This design comes from an exercise in tuning for small area, a short achievable clock period and few clock cycles per item on the open sky130 flow, not from production work.
In this exercise RTL edits were held to simulation tests only and were not proved equivalent to the original.
Power and IR drop assume default switching activity.

**flow/constraint.sdc**
```tcl
create_clock -name core_clock -period 13.0 [get_ports {clock}]
set_input_delay 2.6000 -clock core_clock [delete_from_list [all_inputs] [get_ports {clock}]]
set_output_delay 2.6000 -clock core_clock [all_outputs]
set_load 0.01 [all_outputs]
```
**flow/design.v**
```verilog
`default_nettype none
package rau_pkg;
   localparam int FIELD_W = 32;
   localparam int DEN_W   = 31;
   localparam int MODE_W  = 3;
   localparam int STAT_W  = 2;
   localparam logic [MODE_W-1:0] MODE_ADD = 3'd0;
   localparam logic [MODE_W-1:0] MODE_SUB = 3'd1;
   localparam logic [MODE_W-1:0] MODE_MUL = 3'd2;
   localparam logic [MODE_W-1:0] MODE_DIV = 3'd3;
   localparam logic [STAT_W-1:0] ST_OK   = 2'd0;
   localparam logic [STAT_W-1:0] ST_ZDEN = 2'd1;
   localparam logic [STAT_W-1:0] ST_DIVZ = 2'd2;
   localparam logic [STAT_W-1:0] ST_OVF  = 2'd3;
endpackage
`default_nettype wire
`default_nettype none
module rau_add #(
   parameter int W = 64
) (
   input  wire logic [W-1:0] a,
   input  wire logic [W-1:0] b,
   input  wire logic         cin,
   output logic [W-1:0]      s,
   output logic              cout
);
   localparam int L = $clog2(W);
   logic [W-1:0] g [0:L];
   logic [W-1:0] p [0:L];
   logic [W-1:0] hp;
   always_comb begin
      hp   = a ^ b;
      g[0] = a & b;
      p[0] = hp;
      g[0][0] = (a[0] & b[0]) | (hp[0] & cin);
      for (int l = 1; l <= L; l++) begin
         for (int i = 0; i < W; i++) begin
            if (((i >> (l - 1)) & 1) == 1) begin
               g[l][i] = g[l-1][i] | (p[l-1][i] & g[l-1][((i >> (l - 1)) << (l - 1)) - 1]);
               p[l][i] = p[l-1][i] & p[l-1][((i >> (l - 1)) << (l - 1)) - 1];
            end else begin
               g[l][i] = g[l-1][i];
               p[l][i] = p[l-1][i];
            end
         end
      end
      s[0] = hp[0] ^ cin;
      for (int i = 1; i < W; i++) s[i] = hp[i] ^ g[L][i-1];
      cout = g[L][W-1];
   end
endmodule
`default_nettype wire
`default_nettype none
module rational_arithmetic_unit_core (
   input  wire logic         clock,
   input  wire logic         reset,
   input  wire logic         req_tvalid,
   output logic              req_tready,
   input  wire logic [127:0] req_tdata,    
   input  wire logic [2:0]   req_tuser,    
   output logic              rsp_tvalid,
   input  wire logic         rsp_tready,
   output logic [63:0]       rsp_tdata,    
   output logic [1:0]        rsp_tuser     
);
   localparam int K   = 2;           
   localparam int NS  = 32 / K;      
   localparam int SH  = 4;           
   localparam int MW  = 36;          
   typedef enum logic [3:0] {
      A_IDLE = 4'b0001,    
      A_ABS  = 4'b0010,    
      A_MUL  = 4'b0100,
      A_WAIT = 4'b1000
   } ast_t;
   ast_t ast, ast_n;
   logic [31:0] r0, r1, r2, r3;    
   logic [35:0] hn;                
   logic [33:0] hd;                
   logic [3:0]  acnt;
   logic        a_add, a_sub, a_neg, a_force;
   logic [1:0]  a_code;
   logic        rdy;
   logic [31:0] f_an, f_ad, f_bn, f_bd, g_an, g_ad, g_bn, g_bd, m_an, m_ad, m_bn, m_bd;
   logic        s_an, s_ad, s_bn, s_bd;
   logic [2:0]  mode;
   always_comb begin
      f_an = r0;
      f_ad = r3;
      f_bn = r1;
      f_bd = r2;
      s_an = f_an[31]; s_ad = f_ad[31]; s_bn = f_bn[31]; s_bd = f_bd[31];
   end
   rau_add #(.W(32)) u_ng0 (.a(~f_an), .b(32'd0), .cin(1'b1), .s(g_an), .cout());
   rau_add #(.W(32)) u_ng1 (.a(~f_ad), .b(32'd0), .cin(1'b1), .s(g_ad), .cout());
   rau_add #(.W(32)) u_ng2 (.a(~f_bn), .b(32'd0), .cin(1'b1), .s(g_bn), .cout());
   rau_add #(.W(32)) u_ng3 (.a(~f_bd), .b(32'd0), .cin(1'b1), .s(g_bd), .cout());
   always_comb begin
      m_an = s_an ? g_an : f_an;
      m_ad = s_ad ? g_ad : f_ad;
      m_bn = s_bn ? g_bn : f_bn;
      m_bd = s_bd ? g_bd : f_bd;
   end
   logic [K-1:0] dp, dq, dd;
   logic [35:0]  mcp, mcq, tn;
   logic [35:0]  ns_, nc_;
   logic [35:0]  tdw, ds_, dc_;
   always_comb begin
      logic [35:0] r, s, c;
      dp  = r1[K-1:0];
      dq  = a_add ? r2[K-1:0] : '0;
      dd  = a_add ? r1[K-1:0] : r2[K-1:0];
      mcp = {4'b0, r0};
      mcq = a_sub ? ~{4'b0, r3} : {4'b0, r3};    
      begin
         logic [35:0] p0, p1, q0, q1, cr, a1, b1, a2, b2, a3, b3;
         p0 = dp[0] ? mcp : '0;
         p1 = dp[1] ? (mcp << 1) : '0;
         q0 = dq[0] ? mcq : '0;
         q1 = dq[1] ? (mcq << 1) : '0;
         cr = (a_sub && a_add) ? 36'(dq) : '0;
         a1 = hn ^ p0 ^ p1;
         b1 = ((hn & p0) | (hn & p1) | (p0 & p1)) << 1;
         a2 = q0 ^ q1 ^ cr;
         b2 = ((q0 & q1) | (q0 & cr) | (q1 & cr)) << 1;
         a3 = a1 ^ b1 ^ a2;
         b3 = ((a1 & b1) | (a1 & a2) | (b1 & a2)) << 1;
         ns_ = a3 ^ b3 ^ b2;
         nc_ = ((a3 & b3) | (a3 & b2) | (b3 & b2)) << 1;
      end
      s = {2'b0, hd};
      c = dd[0] ? {4'b0, r3} : '0;
      for (int i = 1; i < K; i++) begin
         r = dd[i] ? ({4'b0, r3} << i) : '0;
         {s, c} = {s ^ c ^ r, ((s & c) | (s & r) | (c & r)) << 1};
      end
      ds_ = s;
      dc_ = c;
   end
   rau_add #(.W(36)) u_nacc (.a(ns_), .b(nc_), .cin(1'b0), .s(tn),  .cout());
   rau_add #(.W(36)) u_dacc (.a(ds_), .b(dc_), .cin(1'b0), .s(tdw), .cout());
   logic [63:0] nval, nmag;
   logic        nneg;
   assign nval = {hn[31:0], r1};
   assign nneg = hn[35];
   rau_add #(.W(64)) u_nneg (.a(~nval), .b(64'd0), .cin(1'b1), .s(nmag), .cout());
   typedef enum logic [2:0] {
      B_IDLE = 3'b001,
      B_GCD  = 3'b010,
      B_DONE = 3'b100
   } bst_t;
   bst_t bst, bst_n;
   logic [MW-1:0] m0, m1, m2, m3;    
   logic [63:0]   x, y;
   logic          neg, force01;
   logic [1:0]    code;
   logic          rsp_valid;
   logic [31:0]   rsp_num;
   logic [30:0]   rsp_den;
   logic [1:0]    rsp_st;
   logic [63:0] dxy, dyx;
   logic        xgey, xeq;
   rau_add #(.W(64)) u_dxy (.a(x), .b(~y), .cin(1'b1), .s(dxy), .cout(xgey));
   rau_add #(.W(64)) u_dyx (.a(y), .b(~x), .cin(1'b1), .s(dyx), .cout());
   assign xeq = (x == y);
   logic [MW-1:0] s0, s1;
   rau_add #(.W(MW)) u_s0 (.a(m0), .b(m1), .cin(1'b0), .s(s0), .cout());
   rau_add #(.W(MW)) u_s1 (.a(m2), .b(m3), .cin(1'b0), .s(s1), .cout());
   function automatic logic big0(input logic [MW-1:0] v);    
      big0 = (v[MW-1:32] != '0) || (v[31] && (v[30:0] != 31'd0));
   endfunction
   function automatic logic big1(input logic [MW-1:0] v);    
      big1 = (v[MW-1:31] != '0);
   endfunction
   function automatic logic [2:0] tz(input logic [SH-1:0] v);
      logic z;
      tz = 3'd1;
      z  = 1'b1;
      for (int i = 1; i < SH; i++) begin
         z = z && !v[i];
         if (z) tz = 3'(i + 1);
      end
   endfunction
   function automatic logic [63:0] shr(input logic [63:0] v, input logic [2:0] k);
      shr = v >> k;
   endfunction
   function automatic logic [MW-1:0] shl(input logic [MW-1:0] v, input logic [2:0] k);
      shl = v << k;
   endfunction
   logic [2:0]  kx, ky, kd;
   logic        xz, mbig, fin_ovf;
   logic [31:0] n1neg;
   rau_add #(.W(32)) u_rneg (.a(~m0[31:0]), .b(32'd0), .cin(1'b1), .s(n1neg), .cout());
   always_comb begin
      logic [2:0] a, b;
      a = tz(x[SH-1:0]);
      b = tz(y[SH-1:0]);
      kx  = (!y[0] && b < a) ? b : a;
      ky  = (!x[0] && a < b) ? a : b;
      kd  = tz(dxy[SH-1:0]);    
      xz     = (x == 64'd0);
      mbig   = big0(m0) || big0(m1) || big1(m2) || big1(m3);
      fin_ovf = big1(m2) || (neg ? big0(m0) : big1(m0));
   end
   logic handoff, rsp_load, rsp_valid_nx, b_free_nx;
   assign handoff = rdy && req_tvalid;
   always_ff @(posedge clock) begin
      ast_n    = ast;
      bst_n    = bst;
      rsp_load = 1'b0;
      case (ast)
         A_IDLE: begin
            r0   <= req_tdata[31:0];
            r3   <= req_tdata[63:32];
            r1   <= req_tdata[95:64];
            r2   <= req_tdata[127:96];
            mode <= req_tuser;
            if (req_tvalid) ast_n = A_ABS;
         end
         A_ABS: begin
            r0 <= m_an;
            r3 <= m_ad;
            if (mode[2]) begin
               r1 <= m_an; r2 <= m_ad;    
            end else if (mode == 3'd2) begin
               r1 <= m_bn; r2 <= m_bd;
            end else begin
               r1 <= m_bd; r2 <= m_bn;
            end
            hn      <= '0;
            hd      <= '0;
            acnt    <= '0;
            a_add   <= (mode[2:1] == 2'b00);
            a_sub   <= (s_an ^ s_bd) != (s_bn ^ s_ad ^ (mode == 3'd1));
            a_force <= 1'b0;
            a_code  <= 2'd0;
            case (mode)
               3'd0, 3'd1: a_neg <= s_an ^ s_ad;    
               3'd2:       a_neg <= s_an ^ s_bn ^ s_ad ^ s_bd;
               3'd3:       a_neg <= s_an ^ s_bd ^ s_ad ^ s_bn;
               default:    a_neg <= s_an ^ s_ad;
            endcase
            if (f_ad == 32'd0 || (!mode[2] && f_bd == 32'd0)) begin
               a_force <= 1'b1; a_code <= 2'd1; ast_n = A_WAIT;
            end else if (mode == 3'd3 && f_bn == 32'd0) begin
               a_force <= 1'b1; a_code <= 2'd2; ast_n = A_WAIT;
            end else if (mode[2]) begin
               ast_n = A_WAIT;
            end else begin
               ast_n = A_MUL;
            end
         end
         A_MUL: begin
            hn   <= {{K{tn[35]}}, tn[35:K]};
            r1   <= {tn[K-1:0], r1[31:K]};
            hd   <= tdw[33+K:K];
            r2   <= {tdw[K-1:0], r2[31:K]};
            acnt <= acnt + 4'd1;
            if (acnt == 4'(NS - 1)) ast_n = A_WAIT;
         end
         default: ;    
      endcase
      if (rdy) ast_n = A_IDLE;
      if (!req_tvalid) ast_n = A_IDLE;    
      case (bst)
         B_GCD: begin
            if (x[0] && y[0]) begin
               x  <= xgey ? y : x;
               y  <= shr(xgey ? dxy : dyx, kd);
               m0 <= s0;
               m2 <= s1;
               m1 <= shl(xgey ? m0 : m1, kd);
               m3 <= shl(xgey ? m2 : m3, kd);
            end else if (!x[0] && !y[0]) begin
               x <= shr(x, kx);
               y <= shr(y, ky);
            end else if (!x[0]) begin
               x  <= shr(x, kx);
               m0 <= shl(m0, kx);
               m2 <= shl(m2, kx);
            end else begin
               y  <= shr(y, ky);
               m1 <= shl(m1, ky);
               m3 <= shl(m3, ky);
            end
            if (xz || mbig || (x[0] && y[0] && xeq)) bst_n = B_DONE;
            if (xz) begin
               force01 <= 1'b1;
               code    <= 2'd0;
            end else if (mbig) begin
               force01 <= 1'b1;
               code    <= 2'd3;
            end
         end
         B_DONE: begin
            if (!rsp_valid || rsp_tready) begin
               rsp_load = 1'b1;
               bst_n    = B_IDLE;
            end
         end
         default: ;
      endcase
      if (rsp_load) begin
         if (force01 || fin_ovf) begin
            rsp_num <= 32'd0;
            rsp_den <= 31'd1;
            rsp_st  <= force01 ? code : 2'd3;
         end else begin
            rsp_num <= neg ? n1neg : m0[31:0];
            rsp_den <= m2[30:0];
            rsp_st  <= 2'd0;
         end
      end
      if (handoff) begin
         x       <= nneg ? nmag : nval;
         y       <= {hd[31:0], r2};
         neg     <= a_neg ^ nneg;
         force01 <= a_force;
         code    <= a_code;
         m0 <= MW'(1); m1 <= '0; m2 <= '0; m3 <= MW'(1);
         bst_n = a_force ? B_DONE : B_GCD;
      end
      rsp_valid_nx = rsp_load || (rsp_valid && !rsp_tready);
      b_free_nx    = (bst_n == B_IDLE) || (bst_n == B_DONE && !rsp_valid_nx);
      if (reset) begin
         ast       <= A_IDLE;
         bst       <= B_IDLE;
         rdy       <= 1'b0;
         rsp_valid <= 1'b0;
      end else begin
         ast       <= ast_n;
         bst       <= bst_n;
         rdy       <= (ast_n == A_WAIT) && b_free_nx;
         rsp_valid <= rsp_valid_nx;
      end
   end
   assign req_tready = rdy;
   assign rsp_tvalid = rsp_valid;
   assign rsp_tdata  = {1'b0, rsp_den, rsp_num};
   assign rsp_tuser  = rsp_st;
endmodule
`default_nettype wire
```
**flow/config.mk**
```make
export PLATFORM = sky130hd
export DESIGN_NAME = rational_arithmetic_unit_core
export DESIGN_NICKNAME = rational_arithmetic_unit_core
export VERILOG_FILES = /design/flow/design.v
export SDC_FILE = /design/flow/constraint.sdc
export NUM_CORES = 4
export LEC_CHECK = 0
export CAP_MARGIN = 20
export CORE_MARGIN = 2
export CORE_UTILIZATION = 40
export SLEW_MARGIN = 20
```
**flow/run.sh**
```bash
#!/bin/bash
# synth_recipe.tcl (not shown) runs the flow's synth.tcl, then flattens the netlist and writes it again
# the make line also repeats each setting of config.mk as NAME=value (left out here)
make -C /OpenROAD-flow-scripts/flow DESIGN_CONFIG=/design/flow/config.mk WORK_HOME=/design/flow/orfs CLKGATE_MAP_FILE= SYNTH_SCRIPT=/design/flow/synth_recipe.tcl finish
```
==> results.py, run 1 <==
metrics = {
    "status": {
        "status": "finished clean",
    },
    "die": {
        "start_util": 0.402,
        "ios": 203,
        "die_x_um": 383,
        "die-height_um": 383,
        "dieArea_um2": 147000,
        "rows": 139,
        "core_um2": 143000,
    },
    "timing": {
        "setup_viol": 0,
        "hold_violations": 0,
        "fin_crit_ns": 7.10,
        "holdWs_ns": 0.515,
        "fmax_mhz": 141,
        "setup_tns_ns": 0,
        "slew_viol_final": 0,
        "rsz0062_at_grt": "no",
        "finalCritPeriodShare": 0.546,
        "skew_ns": 0.0656,
        "max_slew_margin": 0.243,
        "worst_pin_slew_ns": 1.13,
    },
    "routing": {
        "ant_nets": 0,
        "firstDrtPassIters": 8,
        "viasPerCell": 6.23,
        "wire_per_inst_um": 26.1,
        "dr.first_iter.drc_count": 6926,
        "drt_wl_total_um": 234000,
        "vias": 56000,
        "drc_errors": 0,
    },
    "critical_path": {
        "crit_end": "hn[31]$_SDFFCE_PP0N_",
        "crit_fanout": 30,
        "start_kind": "flip-flop",
        "reg2regPathDepth": 25,
        "end_kind": "flip-flop",
        "worstPathArrival_ns": 7.48,
        "r2r_end": "hn[31]$_SDFFCE_PP0N_",
        "rr_startpoint": "r1[0]$_DFFE_PN_",
        "r2r_slack_ns": 5.90,
        "worst-setup-path-type": "reg -> reg",
        "startpoint": "r1[0]$_DFFE_PN_",
        "crit_required_ns": 13.38,
    },
    "layout": {
        "antenna_cells": 0,
        "area_growth_syn_to_layout_pct": 10.8,
        "num-fill-cells": 14400,
        "drive_above_1_share": 0.0489,
        "fin_util": 0.445,
        "final_cell_area_um2": 63800,
        "fin_nets": 7652,
    },
    "clock_tree": {
        "clockBufferDepth": 3,
        "insertion_delay_ns": 0.71,
        "cts_setup_buffers": 0,
        "path_clk_slew_ns": 0.06,
        "clock-root-buffer": "clkbuf_16",
        "htree_levels": 3,
        "cts_sinks": 558,
        "cts_hold_buf": 0,
        "post_cts_resize_count": 0,
        "numCtsBuffers": 75,
        "cts_tree": "yes",
    },
    "global_routing": {
        "antenna_found_initial": 8,
        "grt_pass1_wl_um": 347000,
        "grt_pass1_vias": 52500,
        "grt_usage": 0.309,
        "grt_start_max_net_pins": 163,
        "grt_overflow": 0,
    },
    "synth": {
        "synthTopCellsByCount": "nand2_1 (997), nor2_1 (674), a21oi_1 (648)",
        "yosysMostFrequentCell": "nand2_1",
        "synthTopCellsByArea": "edfxtp_1 (21%), mux2i_1 (7.9%), ha_1 (7.2%), nand2_1 (6.5%), fa_1 (5.7%)",
        "postSynthAreaPerCell_um2": 8.05,
        "synth_top_area_frac": 0.211,
        "syn-num-nets": 7784,
        "ys_seq_area_frac": 0.264,
        "synth_top_flop_cell": "edfxtp_1",
        "yosysUniqueCellTypes": 99,
        "yosysTopAreaCell": "edfxtp_1",
        "syn_inst": 7153,
        "ys_warn_count": 10,
        "syn-cell-area_um2": 57600,
        "synth_seq_cells": 558,
        "synth_edf_count": 405,
        "ys_async_sr_fraction": 0,
    },
    "pwr": {
        "peakVddDrop_v": 0.0000825,
        "p_per_area_nw_per_um2": 89.0,
        "power_uw": 5680,
        "p_leak_uw": 0.0269,
    },
    "min_path": {
        "min_path_type": "reg -> reg",
        "worstHoldStart": "m3[16]$_SDFFE_PP0P_",
    },
    "run": {
        "max_cap_viol_count": 0,
    },
    "place": {
        "dp_hpwl_um": 171000,
        "io_buffers": 201,
        "placed_area_um2": 61200,
        "routabilityCongestion": 0.999,
    },
}
## cell type report
| class | count | area [um2] | share of cell area |
|---|---|---|---|
| clock inverter | 37 | 484 | 0.00759 |
| multi-input combinational | 5640 | 39100 | 0.613 |
| clock buffer | 99 | 2030 | 0.0318 |
| inverter | 435 | 1640 | 0.0257 |
| timing repair buffer | 311 | 2940 | 0.0461 |
| tap | 1903 | 2380 | 0.0373 |
| sequential | 558 | 15200 | 0.239 |
## registers in the layout, indices dropped and copies added, names as in the netlist, 31 cells and up
name     flops
r0          32
r3          32
m0          36
x           64
y           64
rsp_den     31
r1          32
rsp_num     32
m3          36
hd          33
hn          34
m1          36
r2          32
m2          36
## critical path: stages (launching register included)
cell      delay, ns
edfxtp_1       0.91
clkinv_1       0.69
nor2_1         0.32
fa_1           0.48
fa_1           0.54
inv_1          0.05
fa_1           0.46
inv_1          0.07
ha_1           0.14
inv_1          0.05
fa_1           0.40
nor2b_1        0.11
o21ai_0        0.10
a21boi_0       0.31
nor2_1         0.11
o211ai_1       0.35
a32o_1         0.27
o211a_1        0.27
o211ai_1       0.16
nand2_1        0.12
a21oi_1        0.10
nor2b_1        0.12
nor2_1         0.06
fa_1           0.38
xor2_1         0.16
nor2_1         0.05
## cell families after synthesis
kind of cell	Yosys count	share of synthesized area
and+or+nand+nor	2346	0.182
AOI/OAI and AO/OA	1937	0.219
buffers and inverters	955	0.0630
DFF	558	0.264
adders and majority gates	496	0.129
muxes	481	0.0842
xor gates and xnor gates	379	0.0576
other	1	0.0000651
## placed cells by master, fill, tap and decap left out, types with 26 or more instances in the layout
cell	n
nand2_1	991
nor2_1	663
a21oi_1	645
mux2i_1	447
inv_1	425
edfxtp_1	405
o21ai_0	333
ha_1	331
xor2_1	201
clkdlybuf4s50_1	201
xnor2_1	178
fa_1	163
a211oi_1	153
dfxtp_1	153
a31oi_1	105
buf_4	103
nor2b_1	98
a221o_1	97
and3_1	94
nand3_1	93
and2_1	93
a221oi_1	88
clkbuf_16	77
a21o_1	74
o211ai_1	72
nor3_1	64
a22o_1	41
nor4_1	40
a22oi_1	36
o31ai_1	32
or3_1	32
o21a_1	30
nand2b_1	28
nand4_1	26
o221ai_1	26
## power by group
group / total, uW / internal (uW) / leakage [uW] / switching [uW]
clock: 2190 / 1250 / 0.00121 / 938
combinational: 1400 / 573 / 0.0205 / 825
sequential: 2090 / 1970 / 0.00517 / 119
total: 5680 / 3790 / 0.0269 / 1880
## routing by layer
metal | GRT usage | wire length [um]
met4 | 0.153 | 12900
met2 | 0.471 | 102000
met1 | 0.428 | 99100
met5 | 0 | 22
met3 | 0.0439 | 20700
## through the flow
step,std cells,worst slack (ns)
after floorplan,7153,4.35
after global placement,8844,6.02
after detailed placement,8845,6.03
after CTS,8981,5.95
after global routing,8983,5.56
final,8983,5.90
## worst min-delay path by stage
stage                           to  slack [ns]  cells past startpoint
3_3_place_gp   m3[16]$_SDFFE_PP0P_        0.51                      2
2_1_floorplan  m3[16]$_SDFFE_PP0P_        0.48                      2
4_1_cts        m3[16]$_SDFFE_PP0P_        0.51                      2
6_report       m3[16]$_SDFFE_PP0P_        0.52                      2
3_5_place_dp   m3[16]$_SDFFE_PP0P_        0.51                      2
5_1_grt        m3[16]$_SDFFE_PP0P_        0.55                      2
Testbench counts, summed over its fixed seeds: cycles 49,809, items 2,400.
==> run 2: changes to the inputs <==
--- a/flow/design.v
+++ b/flow/design.v
@@ -66,7 +66,7 @@
    localparam int K   = 2;           
    localparam int NS  = 32 / K;      
    localparam int SH  = 4;           
-   localparam int MW  = 36;          
+   localparam int MW  = 37;          
    typedef enum logic [3:0] {
       A_IDLE = 4'b0001,    
       A_ABS  = 4'b0010,    
@@ -79,8 +79,10 @@
    logic [33:0] hd;                
    logic [3:0]  acnt;
    logic        a_add, a_sub, a_neg, a_force;
+   logic        a_zero;
    logic [1:0]  a_code;
-   logic        rdy;
+   logic        rdy;               
+   logic        hand;              
    logic [31:0] f_an, f_ad, f_bn, f_bd, g_an, g_ad, g_bn, g_bd, m_an, m_ad, m_bn, m_bd;
    logic        s_an, s_ad, s_bn, s_bd;
    logic [2:0]  mode;
@@ -101,24 +103,20 @@
       m_bn = s_bn ? g_bn : f_bn;
       m_bd = s_bd ? g_bd : f_bd;
    end
-   logic [K-1:0] dp, dq, dd;
-   logic [35:0]  mcp, mcq, tn;
+   logic [K-1:0] dp, dq, dd;         
+   logic [35:0]  mcp, mcq, tn;       
    logic [35:0]  ns_, nc_;
    logic [35:0]  tdw, ds_, dc_;
    always_comb begin
       logic [35:0] r, s, c;
-      dp  = r1[K-1:0];
-      dq  = a_add ? r2[K-1:0] : '0;
-      dd  = a_add ? r1[K-1:0] : r2[K-1:0];
       mcp = {4'b0, r0};
-      mcq = a_sub ? ~{4'b0, r3} : {4'b0, r3};    
       begin
          logic [35:0] p0, p1, q0, q1, cr, a1, b1, a2, b2, a3, b3;
          p0 = dp[0] ? mcp : '0;
          p1 = dp[1] ? (mcp << 1) : '0;
          q0 = dq[0] ? mcq : '0;
          q1 = dq[1] ? (mcq << 1) : '0;
-         cr = (a_sub && a_add) ? 36'(dq) : '0;
+         cr = a_sub ? 36'(dq) : '0;    
          a1 = hn ^ p0 ^ p1;
          b1 = ((hn & p0) | (hn & p1) | (p0 & p1)) << 1;
          a2 = q0 ^ q1 ^ cr;
@@ -143,6 +141,7 @@
    logic        nneg;
    assign nval = {hn[31:0], r1};
    assign nneg = hn[35];
+   assign a_zero = (nval == 64'd0);
    rau_add #(.W(64)) u_nneg (.a(~nval), .b(64'd0), .cin(1'b1), .s(nmag), .cout());
    typedef enum logic [2:0] {
       B_IDLE = 3'b001,
@@ -158,6 +157,7 @@
    logic [31:0]   rsp_num;
    logic [30:0]   rsp_den;
    logic [1:0]    rsp_st;
+   logic          rsp_zero;        
    logic [63:0] dxy, dyx;
    logic        xgey, xeq;
    rau_add #(.W(64)) u_dxy (.a(x), .b(~y), .cin(1'b1), .s(dxy), .cout(xgey));
@@ -188,35 +188,28 @@
       shl = v << k;
    endfunction
    logic [2:0]  kx, ky, kd;
-   logic        xz, mbig, fin_ovf;
+   logic        mbig, fin_ovf;
    logic [31:0] n1neg;
    rau_add #(.W(32)) u_rneg (.a(~m0[31:0]), .b(32'd0), .cin(1'b1), .s(n1neg), .cout());
    always_comb begin
       logic [2:0] a, b;
       a = tz(x[SH-1:0]);
       b = tz(y[SH-1:0]);
-      kx  = (!y[0] && b < a) ? b : a;
-      ky  = (!x[0] && a < b) ? a : b;
+      kx  = y[0] ? a : ((x[1] || y[1]) ? 3'd1 : ((x[2] || y[2]) ? 3'd2 : 3'd3));
+      ky  = x[0] ? b : ((x[1] || y[1]) ? 3'd1 : ((x[2] || y[2]) ? 3'd2 : 3'd3));
       kd  = tz(dxy[SH-1:0]);    
-      xz     = (x == 64'd0);
-      mbig   = big0(m0) || big0(m1) || big1(m2) || big1(m3);
-      fin_ovf = big1(m2) || (neg ? big0(m0) : big1(m0));
+      mbig   = (m0[MW-1:32] != '0) || (m1[MW-1:32] != '0) ||
+               (m2[MW-1:31] != '0) || (m3[MW-1:31] != '0);
+      fin_ovf = big1(m2) || (neg ? ((m0[MW-1:32] != '0) || !n1neg[31]) : big1(m0));
    end
    logic handoff, rsp_load, rsp_valid_nx, b_free_nx;
-   assign handoff = rdy && req_tvalid;
+   assign handoff = hand;
    always_ff @(posedge clock) begin
       ast_n    = ast;
       bst_n    = bst;
       rsp_load = 1'b0;
       case (ast)
-         A_IDLE: begin
-            r0   <= req_tdata[31:0];
-            r3   <= req_tdata[63:32];
-            r1   <= req_tdata[95:64];
-            r2   <= req_tdata[127:96];
-            mode <= req_tuser;
-            if (req_tvalid) ast_n = A_ABS;
-         end
+         A_IDLE: ;
          A_ABS: begin
             r0 <= m_an;
             r3 <= m_ad;
@@ -227,11 +220,19 @@
             end else begin
                r1 <= m_bd; r2 <= m_bn;
             end
+            if (mode == 3'd2) begin
+               dp <= m_bn[K-1:0]; dq <= '0; dd <= m_bd[K-1:0];
+            end else if (mode == 3'd3) begin
+               dp <= m_bd[K-1:0]; dq <= '0; dd <= m_bn[K-1:0];
+            end else begin
+               dp <= m_bd[K-1:0]; dq <= m_bn[K-1:0]; dd <= m_bd[K-1:0];
+            end
+            mcq <= ((s_an ^ s_bd) != (s_bn ^ s_ad ^ (mode == 3'd1))) ? ~{4'b0, m_ad} : {4'b0, m_ad};
             hn      <= '0;
             hd      <= '0;
             acnt    <= '0;
             a_add   <= (mode[2:1] == 2'b00);
-            a_sub   <= (s_an ^ s_bd) != (s_bn ^ s_ad ^ (mode == 3'd1));
+            a_sub   <= (mode[2:1] == 2'b00) && ((s_an ^ s_bd) != (s_bn ^ s_ad ^ (mode == 3'd1)));
             a_force <= 1'b0;
             a_code  <= 2'd0;
             case (mode)
@@ -255,22 +256,32 @@
             r1   <= {tn[K-1:0], r1[31:K]};
             hd   <= tdw[33+K:K];
             r2   <= {tdw[K-1:0], r2[31:K]};
+            dp   <= r1[2*K-1:K];
+            dq   <= a_add ? r2[2*K-1:K] : '0;
+            dd   <= a_add ? r1[2*K-1:K] : r2[2*K-1:K];
             acnt <= acnt + 4'd1;
             if (acnt == 4'(NS - 1)) ast_n = A_WAIT;
          end
          default: ;    
       endcase
-      if (rdy) ast_n = A_IDLE;
-      if (!req_tvalid) ast_n = A_IDLE;    
+      if (handoff) ast_n = A_IDLE;
+      if (rdy) begin
+         r0   <= req_tdata[31:0];
+         r3   <= req_tdata[63:32];
+         r1   <= req_tdata[95:64];
+         r2   <= req_tdata[127:96];
+         mode <= req_tuser;
+         if (req_tvalid) ast_n = A_ABS;
+      end
       case (bst)
          B_GCD: begin
             if (x[0] && y[0]) begin
                x  <= xgey ? y : x;
-               y  <= shr(xgey ? dxy : dyx, kd);
+               y  <= xgey ? shr(dxy, kd) : shr(dyx, kd);
                m0 <= s0;
                m2 <= s1;
-               m1 <= shl(xgey ? m0 : m1, kd);
-               m3 <= shl(xgey ? m2 : m3, kd);
+               m1 <= xgey ? shl(m0, kd) : shl(m1, kd);
+               m3 <= xgey ? shl(m2, kd) : shl(m3, kd);
             end else if (!x[0] && !y[0]) begin
                x <= shr(x, kx);
                y <= shr(y, ky);
@@ -283,11 +294,8 @@
                m1 <= shl(m1, ky);
                m3 <= shl(m3, ky);
             end
-            if (xz || mbig || (x[0] && y[0] && xeq)) bst_n = B_DONE;
-            if (xz) begin
-               force01 <= 1'b1;
-               code    <= 2'd0;
-            end else if (mbig) begin
+            if (mbig || (x[0] && y[0] && xeq)) bst_n = B_DONE;
+            if (mbig) begin
                force01 <= 1'b1;
                code    <= 2'd3;
             end
@@ -301,24 +309,19 @@
          default: ;
       endcase
       if (rsp_load) begin
-         if (force01 || fin_ovf) begin
-            rsp_num <= 32'd0;
-            rsp_den <= 31'd1;
-            rsp_st  <= force01 ? code : 2'd3;
-         end else begin
-            rsp_num <= neg ? n1neg : m0[31:0];
-            rsp_den <= m2[30:0];
-            rsp_st  <= 2'd0;
-         end
+         rsp_num  <= neg ? n1neg : m0[31:0];
+         rsp_den  <= m2[30:0];
+         rsp_zero <= force01 || fin_ovf;
+         rsp_st   <= force01 ? code : (fin_ovf ? 2'd3 : 2'd0);
       end
       if (handoff) begin
          x       <= nneg ? nmag : nval;
          y       <= {hd[31:0], r2};
          neg     <= a_neg ^ nneg;
-         force01 <= a_force;
+         force01 <= a_force || a_zero;    
          code    <= a_code;
          m0 <= MW'(1); m1 <= '0; m2 <= '0; m3 <= MW'(1);
-         bst_n = a_force ? B_DONE : B_GCD;
+         bst_n = (a_force || a_zero) ? B_DONE : B_GCD;
       end
       rsp_valid_nx = rsp_load || (rsp_valid && !rsp_tready);
       b_free_nx    = (bst_n == B_IDLE) || (bst_n == B_DONE && !rsp_valid_nx);
@@ -326,17 +329,19 @@
          ast       <= A_IDLE;
          bst       <= B_IDLE;
          rdy       <= 1'b0;
+         hand      <= 1'b0;
          rsp_valid <= 1'b0;
       end else begin
          ast       <= ast_n;
          bst       <= bst_n;
-         rdy       <= (ast_n == A_WAIT) && b_free_nx;
+         hand      <= (ast_n == A_WAIT) && b_free_nx;
+         rdy       <= (ast_n == A_IDLE) || ((ast_n == A_WAIT) && b_free_nx);
          rsp_valid <= rsp_valid_nx;
       end
    end
    assign req_tready = rdy;
    assign rsp_tvalid = rsp_valid;
-   assign rsp_tdata  = {1'b0, rsp_den, rsp_num};
+   assign rsp_tdata  = {1'b0, rsp_zero ? 31'd1 : rsp_den, rsp_zero ? 32'd0 : rsp_num};
    assign rsp_tuser  = rsp_st;
 endmodule
 `default_nettype wire
==> run 2 against run 1 <==
Net effect:
- power rose by 16%
- worst hold slack worse by 0.0051 ns
- clock skew is 0.032 ns lower
- wire length is 7.4% lower
- highest routed layer unchanged
==> results.py, run 2 <==
metrics = {
    "synth": {
        "yosysMostFrequentCell": "nand2_1",
        "synthTopCellsByArea": "edfxtp_1 (22%), mux2i_1 (9.3%), ha_1 (6.9%), nand2_1 (5.7%), fa_1 (5.5%)",
        "syn_inst": 7116,
        "ys_warn_count": 13,
        "synth_seq_cells": 603,
        "yosysUniqueCellTypes": 98,
        "postSynthAreaPerCell_um2": 8.38,
        "yosysTopAreaCell": "edfxtp_1",
        "synth_edf_count": 445,
        "synthTopCellsByCount": "nand2_1 (911), a21oi_1 (594), mux2i_1 (557)",
        "syn-cell-area_um2": 59600,
        "ys_seq_area_frac": 0.277,
        "syn-num-nets": 7745,
        "ys_async_sr_fraction": 0,
        "synth_top_flop_cell": "edfxtp_1",
        "synth_top_area_frac": 0.224,
    },
    "die": {
        "rows": 141,
        "die-height_um": 390,
        "start_util": 0.403,
        "dieArea_um2": 152000,
        "core_um2": 148000,
        "die_x_um": 390,
        "ios": 203,
    },
    "clock_tree": {
        "htree_levels": 3,
        "cts_setup_buffers": 0,
        "numCtsBuffers": 79,
        "cts_tree": "yes",
        "insertion_delay_ns": 0.70,
        "path_clk_slew_ns": 0.06,
        "cts_hold_buf": 0,
        "clockBufferDepth": 3,
        "cts_sinks": 603,
        "clock-root-buffer": "clkbuf_16",
        "post_cts_resize_count": 0,
    },
    "min_path": {
        "min_path_type": "reg -> reg",
    },
    "critical_path": {
        "cp_slowest_cell": "edfxtp_1",
        "crit_path_cell_trace": "nand2_1 > fa_1 > inv_1 > fa_1 > inv_1 > fa_1 > inv_1 > ha_1 > inv_1 > fa_1 > nor2b_1 > o21a_1 > o21ai_0 > a211o_1 > a21oi_1 > o21ai_0 > a21oi_1 > o2111a_1 > nor3_1 > fa_1 > xor2_1 > nor2_1",
        "start_kind": "flip-flop",
        "crit_fanout": 32,
        "worstPathArrival_ns": 6.88,
        "cpPeakStageDelay_ns": 0.98,
        "end_kind": "flip-flop",
        "critical_path.most_common_cell": "fa_1",
        "worst-setup-path-type": "reg -> reg",
        "crit_required_ns": 13.42,
    },
    "layout": {
        "fin_util": 0.445,
        "drive_above_1_share": 0.0550,
        "fin_nets": 7599,
        "final_common_cell": "nand2_1",
        "area_growth_syn_to_layout_pct": 10.4,
        "layout_common_cells": "nand2_1 (907), a21oi_1 (590), mux2i_1 (556)",
        "largestRegisters": "x: 64 flops, y: 64 flops",
    },
    "pwr": {
        "p_leak_uw": 0.0268,
        "p_per_area_nw_per_um2": 99.6,
        "peakVddDrop_v": 0.0000943,
    },
    "place": {
        "place_ws_ns": 6.57,
        "routabilityCongestion": 0.980,
        "dp_hpwl_um": 158000,
        "io_buffers": 201,
    },
    "routing": {
        "dr.first_iter.drc_count": 5526,
        "vias": 54500,
        "viasPerCell": 6.08,
        "firstDrtPassIters": 6,
        "ant_nets": 0,
        "drt_wl_total_um": 217000,
        "drc_errors": 0,
        "wire_per_inst_um": 24.2,
    },
    "timing": {
        "max_slew_margin": 0.185,
        "slew_viol_final": 0,
        "worst_pin_slew_ns": 1.22,
        "skew_ns": 0.0333,
        "fin_crit_ns": 6.45,
        "fmax_mhz": 155,
        "hold_violations": 0,
        "setup_tns_ns": 0,
        "setup_ws_ns": 6.55,
        "finalCritPeriodShare": 0.496,
        "setup_viol": 0,
        "rsz0062_at_grt": "no",
    },
    "global_routing": {
        "grt_overflow": 0,
        "grt_pass1_vias": 52000,
        "antenna_found_initial": 5,
        "grt_pass1_wl_um": 327000,
        "grt_start_max_net_pins": 160,
        "grt_usage": 0.277,
    },
    "status": {
        "status": "finished clean",
    },
    "run": {
        "max_cap_viol_count": 0,
    },
}
-- run 2: cell types whose count changed after synthesis, moves of 42 or more --
cell      delta
a21oi_1     -54
a211oi_1    -42
and2_1     +124
nor2_1     -205
xnor2_1     +46
mux2_2      +42
nand2_1     -86
mux2i_1    +101
-- run 2: final cells by class --
type	instances	area [um2]
Timing Repair Buffer	290	2730
Sequential cell	603	16500
Clock buffer	96	2130
Multi-Input combinational cell	5536	39700
Fill cell	14600	82000
Antenna cell	1	2.50
Inverter	460	1730
Clock inverter	52	598
Tap cell	1930	2410
-- run 2: worst max-delay path, delay by kind of cell (launching register included) --
kind                     cells  cell delay [ns]
AO/OA/AOI/OAI                7             1.92
XOR/XNOR                     1             0.14
adder cells (fa/ha/maj)      6             2.43
buffers and inverters        4             0.23
flip-flops                   1             0.98
AND/OR/NAND/NOR              4             0.45
-- run 2: worst paths after layout --
check                           depth (start not counted)                    to                 from  slack (ns)
worst max-delay path                                   22  hn[31]$_SDFFCE_PN0N_      dp[0]$_DFFE_PN_        6.55
worst min-delay path                                    2   m0[36]$_SDFFE_PP0P_  m0[36]$_SDFFE_PP0P_        0.51
worst max register to register                         22  hn[31]$_SDFFCE_PN0N_      dp[0]$_DFFE_PN_        6.55
worst min register to register                          2   m0[36]$_SDFFE_PP0P_  m0[36]$_SDFFE_PP0P_        0.51
-- run 2: metal layers --
metal  vias to the layer above  global-route usage  share of wire
met5                         -                   0       0.000051
met1                     26400               0.378           0.43
met2                      2441               0.434           0.44
met3                       440              0.0423          0.081
met4                         2               0.122          0.048
li1                      25200                   -              -
-- run 2: logic make-up (layout without fill, tap and decap cells) --
family,Yosys count,after routing,synth area share
AO/OA/AOI/OAI,1865,1865,0.203
XOR/XNOR,388,388,0.0570
adder cells (fa/ha/maj),494,494,0.124
buffers and inverters,977,898,0.0623
flip-flops,603,603,0.277
multiplexers,627,627,0.107
other,1,2,0.0000629
AND/OR/NAND/NOR,2161,2161,0.169
-- run 2: metrics by stage --
step / power, uW / cell area, um2 / hold slack, ns / instances
detailed placement: 4200 / 63100 / 0.493 / 8818
global route: 6850 / 65800 / 0.554 / 8967
floorplan: 3630 / 59600 / 0.450 / 7116
CTS: 6570 / 65800 / 0.501 / 8966
finish: 6560 / 65800 / 0.510 / 8968
global placement: 4180 / 63100 / 0.487 / 8818
-- run 2: power by group --
group	internal, uW	switching, uW
registers	2240	178
clock network	1390	973
logic	725	1050
total	4350	2200
Testbench counts of run 2, summed over its fixed seeds: cycles 48,975, items 2,400.

## static timing again, ports no longer ideal
In the flow no input, the clock included, has a driving cell. The finished layouts below were timed again as built, in two steps. Step 1: set_driving_cell puts a clkbuf_16 on clock and a buf_2 on each other input, an assumption about the parent block. Step 2 also shifts input and output timing later by t, the mid clock arrival at the registers, as if the neighbouring blocks saw the same clock. Three values: no drivers, after step 1, after step 2; two values: the first two.
| run | t (ns) | setup slack, ns | worst setup path after step 2 | worst register clock-pin slew, ns |
|---|---|---|---|---|
| run 1 | 0.770 | 5.905 / 5.905 / 5.905 | register to register | 0.07 / 0.07 |
| run 2 | 0.772 | 6.549 / 6.549 / 6.549 | register to register | 0.07 / 0.07 |
After both steps setup and hold are still met in every run listed.
